From an optimization exercise on the open Yosys and OpenROAD flow, aimed at small area; shortcuts taken in it are not production practice.
Where RTL was checked, it was by simulation tests only, not by an equivalence proof against the original.
No driver is modelled on the clock port, so clocking that relies on it looks cheaper here than on a real chip.
Power is estimated from default activity; no workload was simulated.

old:
==> flow/design.v <==
package eqPathPkg;
    typedef logic [16-1:0]        sample_t;      
    typedef logic signed [16-1:0] gain_t;        
    typedef logic                            channel_t;
    typedef logic [24-1:0]      dacWord_t;
    typedef logic [9-1:0]     hostAddr_t;
    typedef logic [32-1:0]     hostData_t;
    typedef struct packed {
        channel_t channel;
        sample_t  sample;
    } sampleBeat_t;
    typedef struct packed {
        gain_t ch1;
        gain_t ch0;
    } gainPair_t;
    typedef enum logic [1:0] {
        IDLE,
        SHIFT,
        DONE
    } spiState_t;
endpackage
module eqPath (
    input  logic      S_AXI_ACLK,
    input  logic      S_AXI_ARESETN,
    input  logic      hostWr,
    input  eqPathPkg::hostAddr_t hostAddr,
    input  eqPathPkg::hostData_t hostData,
    input  logic      ADC_SDO,
    output logic      ADC_SCK,
    output logic      ADC_SDI,
    output logic      ADC_CONV_CS,
    output logic      DAC_SCK,
    output logic      DAC_SDI,
    output logic      DAC_CONV_CS
);
    localparam logic [8:0] CNT_RST = 9'd281;
    logic [8:0] cnt;
    logic       tag;     
    logic adcWin, adcSck, sampleEn, adcSdi0, adcSdi1, dacWin, dacSck, dataWin, dacOne, dacTag, mulWin, gainLoad, jump0, jump1;
    assign adcWin   = (cnt[8] && cnt[7] && !cnt[6]);
    assign adcSck   = (cnt[8] && cnt[7] && cnt[1]);
    assign sampleEn = (cnt[7] && !cnt[6] && !cnt[1] && cnt[0]);
    assign adcSdi0  = (cnt[8] && cnt[7] && !cnt[6] && !cnt[5] && !cnt[4] && !cnt[3] && !cnt[2]);
    assign adcSdi1  = (cnt[8] && cnt[7] && !cnt[5] && !cnt[4] && !cnt[3] && cnt[2]);
    assign dacWin   = (!cnt[8] && !cnt[7]);
    assign dacSck   = (!cnt[8] && !cnt[7] && cnt[1]);
    assign dataWin  = (!cnt[7] && cnt[6]);
    assign dacOne   = (!cnt[8] && !cnt[7] && !cnt[4] && cnt[3]);
    assign dacTag   = (!cnt[7] && cnt[4] && cnt[3] && cnt[2]);
    assign mulWin   = (!cnt[7] && cnt[5] && cnt[4]);
    assign gainLoad = (cnt[8] && !cnt[7] && cnt[4]) || (!cnt[8] && !cnt[6] && !cnt[5] && !cnt[4] && !cnt[3] && !cnt[2] && !cnt[1] && cnt[0]);
    assign jump0    = (cnt[8] && cnt[6] && cnt[0]);
    assign jump1    = (cnt[8] && !cnt[7] && cnt[3] && cnt[0]);
    always_ff @(posedge S_AXI_ACLK) begin
        if (!S_AXI_ARESETN) begin
            cnt <= CNT_RST;
            tag <= 1'b0;
        end else begin
            cnt <= jump0 ? 9'd32 : (jump1 ? 9'd384 : (cnt + 9'd1));
            if (jump0) tag <= ~tag;
        end
    end
    logic [15:0] staged0, staged1;
    logic [15:0] sample;         
    logic [17:0] acc;            
    logic        hit0, hit1;
    logic        written0, written1;
    assign hit0 = hostWr && (hostAddr[3:0] == 4'hC) && !hostAddr[4];
    assign hit1 = hostWr && (hostAddr[3:0] == 4'hC) &&  hostAddr[4];
    always_ff @(posedge S_AXI_ACLK) begin
        if (hit0) staged0 <= hostData[15:0];
        if (hit1) staged1 <= hostData[15:0];
        written0 <= S_AXI_ARESETN && (written0 || hit0);
        written1 <= S_AXI_ARESETN && (written1 || hit1);
    end
    logic [15:0] nextGain;
    logic [16:0] gainRing;
    logic        gainNeg;        
    assign nextGain = tag ? (written0 ? staged0 : 16'h4000) : (written1 ? staged1 : 16'h4000);
    always_ff @(posedge S_AXI_ACLK) begin
        if (gainLoad) begin
            gainRing <= {nextGain[2:0], gainRing[14], nextGain[15:3]};
            gainNeg  <= nextGain[15];
        end else begin
            gainRing <= {gainRing[0], gainRing[16:1]};
        end
    end
    always_ff @(posedge S_AXI_ACLK) begin
        if (sampleEn) sample <= {sample[14:0], ADC_SDO ^ gainNeg};
    end
    logic        negSeen;        
    logic        mulBit;
    logic [16:0] addend, sum;
    assign mulBit = mulWin && (gainRing[0] ^ (gainNeg && negSeen));
    assign addend = {17{mulBit}} & {~sample[15], ~sample[15], sample[14:0]};
    always_ff @(posedge S_AXI_ACLK) begin
        negSeen <= mulWin && (negSeen || gainRing[0]);
    end
    logic [16:0] accExt;
    logic [17:0] carry;
    assign accExt   = {acc[17], acc[17:2]};
    assign carry[0] = mulBit && gainNeg;
    for (genvar i = 0; i < 17; i++) begin : g_add
        assign sum[i]     = accExt[i] ^ addend[i] ^ carry[i];
        assign carry[i+1] = (accExt[i] & addend[i]) | (carry[i] & (accExt[i] ^ addend[i]));
    end
    always_ff @(posedge S_AXI_ACLK) begin
        if (!dataWin) acc <= {sum[16] & mulWin, sum[15:0], acc[1]};
    end
    logic       sat;
    logic [3:0] bitIdx;
    logic       dataBit;
    assign sat     = !((acc[17] == acc[16]) && (acc[16] == acc[15]));
    assign bitIdx  = cnt[5:2];
    assign dataBit = sat ? ~acc[17] : (acc[15 - bitIdx] ^ (bitIdx == 4'd0));
    assign ADC_CONV_CS = !adcWin;
    assign ADC_SCK     = adcSck;
    assign ADC_SDI     = adcSdi0 || (adcSdi1 && tag);
    assign DAC_CONV_CS = !dacWin;
    assign DAC_SCK     = dacSck;
    assign DAC_SDI     = dataWin ? dataBit : (dacOne || (dacTag && tag));
endmodule
clock: 10.0 ns
lec_check: 0
cap_margin: 20
core_margin: 2
core_utilization: 65
slew_margin: 20
standard.sh (not shown) runs the stock make flow with config.mk's settings and CLKGATE_MAP_FILE= SYNTH_SCRIPT=/design/flow/synth_recipe.tcl, a recipe that flattens the netlist after the stock synthesis.
==> flow/flow/run.sh <==
#!/bin/bash
# The standard ORFS layout (standard.sh) with these changes:
# - the smallest buffer (buf_1) on the ports,
# - a clock tree of clkbuf_8 without dummy loads, whose buffers post_cts.tcl
#   then downsizes where the clock pins keep their slew,
# - power recovery (downsizing of cells with slack), after which
#   post_grt.tcl repairs any slew or capacitance violation it left.
# make's full output goes to make.log; ORFS keeps each step's log in orfs/logs.
set -euo pipefail
F="$PWD/flow"
bash standard.sh \
  "BUFFER_PORTS_ARGS=-buffer_cell sky130_fd_sc_hd__buf_1" \
  "CTS_ARGS=-sink_clustering_enable -repair_clock_nets -buf_list sky130_fd_sc_hd__clkbuf_8 -dont_use_dummy_load" \
  "POST_CTS_TCL=$F/post_cts.tcl" \
  RECOVER_POWER=100 \
  "POST_GLOBAL_ROUTE_TCL=$F/post_grt.tcl" \
  finish > make.log 2>&1
==> flow/flow/post_cts.tcl <==
set clk_slew_target 0.118
set hold_target 1.0e-10

proc clk_pin_worst_slew {} {
  set worst 0
  foreach pin [get_pins -of_objects [all_registers] -filter "is_clock==1"] {
    foreach rf {rise fall} {
      set s [get_property $pin slew_max_$rf]
      if {$s ne "" && $s > $worst} { set worst $s }
    }
  }
  return $worst
}

proc clk_ok {} {
  global clk_slew_target hold_target
  estimate_parasitics -placement
  set s [clk_pin_worst_slew]
  set h [sta::worst_slack_cmd min]
  return [expr {$s <= $clk_slew_target && $h >= $hold_target}]
}

set bufs {}
foreach inst [[ord::get_db_block] getInsts] {
  set m [[$inst getMaster] getName]
  if {[regexp {^sky130_fd_sc_hd__clkbuf_(\d+)$} $m -> drive] && [string match "clkbuf_*" [$inst getName]]} {
    set n [llength [[[$inst findITerm X] getNet] getITerms]]
    lappend bufs [list $n [$inst getName] $m]
  }
}
puts "post_cts: clock buffers before: $bufs"
puts "post_cts: start worst clock pin slew [clk_pin_worst_slew], hold slack [sta::worst_slack_cmd min]"
if {[clk_ok]} {
  foreach b [lsort -integer -index 0 $bufs] {
    lassign $b n name orig
    foreach smaller {sky130_fd_sc_hd__clkbuf_4 sky130_fd_sc_hd__clkbuf_2} {
      set cur [[[[ord::get_db_block] findInst $name] getMaster] getName]
      replace_cell [get_cells $name] $smaller
      if {![clk_ok]} {
        replace_cell [get_cells $name] $cur
        break
      }
      puts "post_cts: $name ($n pins) -> $smaller"
    }
  }
  estimate_parasitics -placement
}
puts "post_cts: end worst clock pin slew [clk_pin_worst_slew], hold slack [sta::worst_slack_cmd min]"
Other scripts of this flow, unchanged in this note and not shown: flow/flow/post_grt.tcl
old did not finish; a tool error ended it in clock tree synthesis.
The following lists how new was set up differently from old:
--- a/flow/flow/post_cts.tcl
+++ b/flow/flow/post_cts.tcl
@@ -1,4 +1,4 @@
-set clk_slew_target 0.118
-set hold_target 1.0e-10
+set ::clk_slew_target 0.118
+set ::hold_target 1.0e-10
 
 proc clk_pin_worst_slew {} {
@@ -14,9 +14,8 @@
 
 proc clk_ok {} {
-  global clk_slew_target hold_target
   estimate_parasitics -placement
   set s [clk_pin_worst_slew]
   set h [sta::worst_slack_cmd min]
-  return [expr {$s <= $clk_slew_target && $h >= $hold_target}]
+  return [expr {$s <= $::clk_slew_target && $h >= $::hold_target}]
 }
 
--- outcome ---
Status: old FAILED at clock tree synthesis (tool error). new finished every stage and its layout cleared the timing, design-rule and antenna checks. From old to new the numbers moved as follows: distinct cell type count of the synthesized netlist has remained practically unchanged; synthesized cell count barely changed; detailed placement HPWL held steady. old -> new: count of flip-flops with a built-in enable after synthesis delta 0, exact match. As far as boundary pin count goes, old and new are indistinguishable; the numbers are identical. new against old: count of input and output buffers about even; post-synthesis mux area share about even. Placement-stage cell area: old vs new identical. Diff new..old | synthesized area | unchanged.
Function was not checked in any run of this note: the RTL went through the layout flow alone.

* * *

eqPath, a different RTL version from the one above (not shown whole).
Size in the first run: ~310 cells after synthesis, about 96 flip-flops, ~51 I/O pins.
clock: 10.0 ns
lec_check: 0
cap_margin: 20
core_margin: 2
core_utilization: 80
cts_buf_list: sky130_fd_sc_hd__clkbuf_8
slew_margin: 20
==> flow/flow/run.sh <==
#!/bin/bash
# The standard ORFS layout, with the smallest buffer on the ports and
# downsizing of cells on paths with slack to spare.
set -euo pipefail
bash standard.sh "BUFFER_PORTS_ARGS=-buffer_cell sky130_fd_sc_hd__buf_1" RECOVER_POWER=100 finish > make.log 2>&1
The baseline produced a clean layout.
Change:
- CORE_UTILIZATION: 80 -> 65
=> Total power goes down by 4.8%; clock-buffer cell count does not change; combinational power went down by about 3%; maximum frequency increases by 2.7%; clock skew hardly moves; setup slack improved by 0.20 ns; global-route usage went down by 7.1 points; wire length fell by 11%; critical path depth does not change.
No functional check of the RTL was part of any run of this note.

* * *

Setup of JK:
eqPath, a different RTL version from the one above (not shown whole).
Size in the first run: ~290 cells after synthesis, roughly 97 flip-flops, about 51 I/O pins, about 4100 µm² of cells after synthesis.
Settings: LEC_CHECK=0, CAP_MARGIN=20, CORE_MARGIN=2, CORE_UTILIZATION=65, SLEW_MARGIN=20; clock period 10.0 ns.
==> flow/flow/run.sh <==
#!/bin/bash
set -euo pipefail
bash standard.sh "BUFFER_PORTS_ARGS=-buffer_cell sky130_fd_sc_hd__buf_1" "CTS_ARGS=-sink_clustering_enable -repair_clock_nets -buf_list sky130_fd_sc_hd__clkbuf_8 -dont_use_dummy_load" finish > make.log 2>&1
JK finished every step from synthesis to the final layout, and the layout passed the timing, design-rule and antenna checks.
### JK -> MS
==> flow/flow/run.sh <==
#!/bin/bash
set -euo pipefail
bash standard.sh "BUFFER_PORTS_ARGS=-buffer_cell sky130_fd_sc_hd__buf_1" RECOVER_POWER=100 "CTS_ARGS=-sink_clustering_enable -repair_clock_nets -buf_list sky130_fd_sc_hd__clkbuf_8 -dont_use_dummy_load" finish > make.log 2>&1
- Between MS and JK, the sequential area share after synthesis figures differ only marginally.
- Compare JK and MS | growth of design area from synthesis to finish lower: MS
- Summary of MS over JK: number of filler instances in the final layout now sits higher, utilization after layout now sits lower, actual slew at the worst max-slew pin now sits higher.
No run of this note included a check of the RTL's function; only the layout flow was run.

* * *

Another version of the RTL of eqPath (not shown whole).
Size in the first run: about 300 cells after synthesis, about 95 flip-flops, about 51 I/O pins.
==> flow/config.mk <==
export PLATFORM = sky130hd
export DESIGN_NAME = eqPath
export DESIGN_NICKNAME = eqPath
export VERILOG_FILES = /design/flow/design.v
export SDC_FILE = /design/flow/constraint.sdc
export NUM_CORES = 4
export LEC_CHECK = 0
export CAP_MARGIN = 0
export CORE_MARGIN = 2
export CORE_UTILIZATION = 65
export SLEW_MARGIN = 0
==> flow/constraint.sdc <==
create_clock -name core_clock -period 10.0 [get_ports {S_AXI_ACLK}]
set_input_delay 2.0000 -clock core_clock [delete_from_list [all_inputs] [get_ports {S_AXI_ACLK}]]
set_output_delay 2.0000 -clock core_clock [all_outputs]
set_load 0.01 [all_outputs]
==> flow/flow/run.sh <==
#!/bin/bash
set -euo pipefail
bash standard.sh "BUFFER_PORTS_ARGS=-buffer_cell sky130_fd_sc_hd__buf_1" RECOVER_POWER=100 "CTS_ARGS=-sink_clustering_enable -repair_clock_nets -buf_list sky130_fd_sc_hd__clkbuf_16 -dont_use_dummy_load -sink_clustering_size 48 -sink_clustering_max_diameter 200" finish > make.log 2>&1
The baseline finished clean.
Next try:
==> flow/flow/run.sh (replaced) <==
#!/bin/bash
set -euo pipefail
bash standard.sh "BUFFER_PORTS_ARGS=-buffer_cell sky130_fd_sc_hd__buf_1" RECOVER_POWER=100 "CTS_ARGS=-sink_clustering_enable -repair_clock_nets -buf_list sky130_fd_sc_hd__clkbuf_8 -dont_use_dummy_load -sink_clustering_size 24 -sink_clustering_max_diameter 150" finish > make.log 2>&1
Cell count does not change.
Count of clock-buffer cells in the layout is unchanged.
Critical path depth stays the same.
Wire length goes down by 0.38%.
Non-clock buffer count stays the same.
Global-route usage fell by 0.14 points.
Power is lower by 11%.
Register-to-register slack barely changes.
Setup slack got worse by 0.013 ns.
Next try:
==> flow/flow/run.sh (replaced) <==
#!/bin/bash
# The standard ORFS layout, with the smallest buffer on the ports and
# downsizing of cells on paths with slack to spare.
set -euo pipefail
bash standard.sh "BUFFER_PORTS_ARGS=-buffer_cell sky130_fd_sc_hd__buf_1" RECOVER_POWER=100 finish > make.log 2>&1
Settings changed: CAP_MARGIN 0 to 20, CTS_BUF_LIST from default to sky130_fd_sc_hd__clkbuf_8, SLEW_MARGIN 0 to 20.
After rerunning:
- core utilization increases by 1.3 points
- clock power increases by a quarter to a third
- sequential cell count does not change
- non-clock buffer count does not change
- die area is unchanged
Next try:
==> flow/flow/run.sh (replaced) <==
#!/bin/bash
set -euo pipefail
bash standard.sh "BUFFER_PORTS_ARGS=-buffer_cell sky130_fd_sc_hd__buf_1" RECOVER_POWER=100 "CTS_ARGS=-sink_clustering_enable -repair_clock_nets -buf_list sky130_fd_sc_hd__clkbuf_8 -dont_use_dummy_load" finish > make.log 2>&1
Settings changed: CTS_BUF_LIST sky130_fd_sc_hd__clkbuf_8 to default.
Via count is about the same.
Final area is lower by 1.8%.
Worst hold slack improves by 0.0043 ns.
Fmax barely changes.
Setup slack gets better by 0.0090 ns.
Sequential share of layout area grows by 1.1 points.

* * *

Setup of garnet:
eqPath with an RTL version that a note above also has.
Size: about 290 cells after synthesis, roughly 97 flip-flops, ~51 I/O pins, about 4100 µm² of cells after synthesis.
Settings: LEC_CHECK=0, CAP_MARGIN=20, CORE_MARGIN=2, CORE_UTILIZATION=65, SLEW_MARGIN=20; clock period 10.0 ns.
==> flow/flow/run.sh <==
#!/bin/bash
# The standard ORFS layout (standard.sh) with these changes:
# - the smallest buffer (buf_1) on the ports,
# - a clock tree of clkbuf_8 without dummy loads, whose buffers post_cts.tcl
#   then downsizes where the clock pins keep their slew,
# - power recovery (downsizing of cells with slack), after which
#   post_grt.tcl repairs any slew or capacitance violation it left.
# make's full output goes to make.log; ORFS keeps each step's log in orfs/logs.
set -euo pipefail
F="$PWD/flow"
bash standard.sh \
  "BUFFER_PORTS_ARGS=-buffer_cell sky130_fd_sc_hd__buf_1" \
  "CTS_ARGS=-sink_clustering_enable -repair_clock_nets -buf_list sky130_fd_sc_hd__clkbuf_8 -dont_use_dummy_load" \
  "POST_CTS_TCL=$F/post_cts.tcl" \
  RECOVER_POWER=100 \
  "POST_GLOBAL_ROUTE_TCL=$F/post_grt.tcl" \
  finish > make.log 2>&1
==> flow/flow/post_cts.tcl <==
set clk_slew_target 0.118
set hold_target 1.0e-10

proc clk_pin_worst_slew {} {
  set worst 0
  foreach pin [get_pins -of_objects [all_registers] -filter "is_clock==1"] {
    foreach rf {rise fall} {
      set s [get_property $pin slew_max_$rf]
      if {$s ne "" && $s > $worst} { set worst $s }
    }
  }
  return $worst
}

proc clk_ok {} {
  global clk_slew_target hold_target
  estimate_parasitics -placement
  set s [clk_pin_worst_slew]
  set h [sta::worst_slack_cmd min]
  return [expr {$s <= $clk_slew_target && $h >= $hold_target}]
}

set bufs {}
foreach inst [[ord::get_db_block] getInsts] {
  set m [[$inst getMaster] getName]
  if {[regexp {^sky130_fd_sc_hd__clkbuf_(\d+)$} $m -> drive] && [string match "clkbuf_*" [$inst getName]]} {
    set n [llength [[[$inst findITerm X] getNet] getITerms]]
    lappend bufs [list $n [$inst getName] $m]
  }
}
puts "post_cts: clock buffers before: $bufs"
puts "post_cts: start worst clock pin slew [clk_pin_worst_slew], hold slack [sta::worst_slack_cmd min]"
if {[clk_ok]} {
  foreach b [lsort -integer -index 0 $bufs] {
    lassign $b n name orig
    foreach smaller {sky130_fd_sc_hd__clkbuf_4 sky130_fd_sc_hd__clkbuf_2} {
      set cur [[[[ord::get_db_block] findInst $name] getMaster] getName]
      replace_cell [get_cells $name] $smaller
      if {![clk_ok]} {
        replace_cell [get_cells $name] $cur
        break
      }
      puts "post_cts: $name ($n pins) -> $smaller"
    }
  }
  estimate_parasitics -placement
}
puts "post_cts: end worst clock pin slew [clk_pin_worst_slew], hold slack [sta::worst_slack_cmd min]"
Other scripts of this flow, unchanged in this note and not shown: flow/flow/post_grt.tcl
clock tree synthesis: garnet exited with error
Setup changes, garnet to yarrow
--- a/flow/flow/post_cts.tcl
+++ b/flow/flow/post_cts.tcl
@@ -1,2 +1,2 @@
-set clk_slew_target 0.118
-set hold_target 1.0e-10
+set ::clk_slew_target 0.118
+set ::hold_target 1.0e-10
@@ -16 +15,0 @@
-  global clk_slew_target hold_target
@@ -20 +19 @@
-  return [expr {$s <= $clk_slew_target && $h >= $hold_target}]
+  return [expr {$s <= $::clk_slew_target && $h >= $::hold_target}]
## What came out
[compare] base=garnet new=yarrow: area fraction in compound gates after synthesis did not really move; fraction of synthesized cell area in xor and xnor cells did not really move; initial standard-cell utilization of the core did not really move.
As far as cell area after synthesis goes, yarrow and garnet are indistinguishable; the numbers are identical.
yarrow reached the end of the flow, and the finished layout is clean on the timing, design-rule and antenna checks.
Function was not checked in any run of this note: the RTL went through the layout flow alone.

==> separate check: timing with driven ports <==
The results above use ideal ports. As a check the final layouts listed here were re-extracted and re-timed, cells and wires unchanged. Step 1: set_driving_cell puts a clkbuf_16 on S_AXI_ACLK and a buf_2 on each other input, an assumption about the parent block. Step 2, shift: input delay + t, output delay - t, t = (earliest + latest rising clock arrival at the registers) / 2. This alone moves slack from input paths to output paths. Slacks: ideal / step 1 / step 2; pairs: ideal / step 1.
run | shift t [ns] | slack for setup (ns) | hold WS [ns] | worst setup path after step 2
new | 0.504 | 2.637 / 2.637 / 2.637 | 0.365 / 0.365 / 0.365 | register to register
the first run of note 2 | 0.374 | 2.492 / 2.492 / 2.492 | 0.348 / 0.348 / 0.348 | register to register
the second run of note 2 | 0.381 | 2.688 / 2.688 / 2.688 | 0.338 / 0.338 / 0.338 | register to register
JK | 0.367 | 2.803 / 2.803 / 2.803 | 0.343 / 0.343 / 0.343 | register to register
MS | 0.366 | 2.639 / 2.639 / 2.639 | 0.342 / 0.342 / 0.342 | register to register
the first run of note 4 | 0.360 | 2.790 / 2.790 / 2.790 | 0.336 / 0.336 / 0.336 | register to register
the second run of note 4 | 0.370 | 2.777 / 2.777 / 2.777 | 0.353 / 0.353 / 0.353 | register to register
the third run of note 4 | 0.376 | 2.768 / 2.768 / 2.768 | 0.348 / 0.348 / 0.348 | register to register
the fourth run of note 4 | 0.370 | 2.777 / 2.777 / 2.777 | 0.353 / 0.353 / 0.353 | register to register
yarrow | 0.522 | 2.631 / 2.631 / 2.631 | 0.341 / 0.341 / 0.341 | register to register
After both steps setup and hold are still met in every run listed.
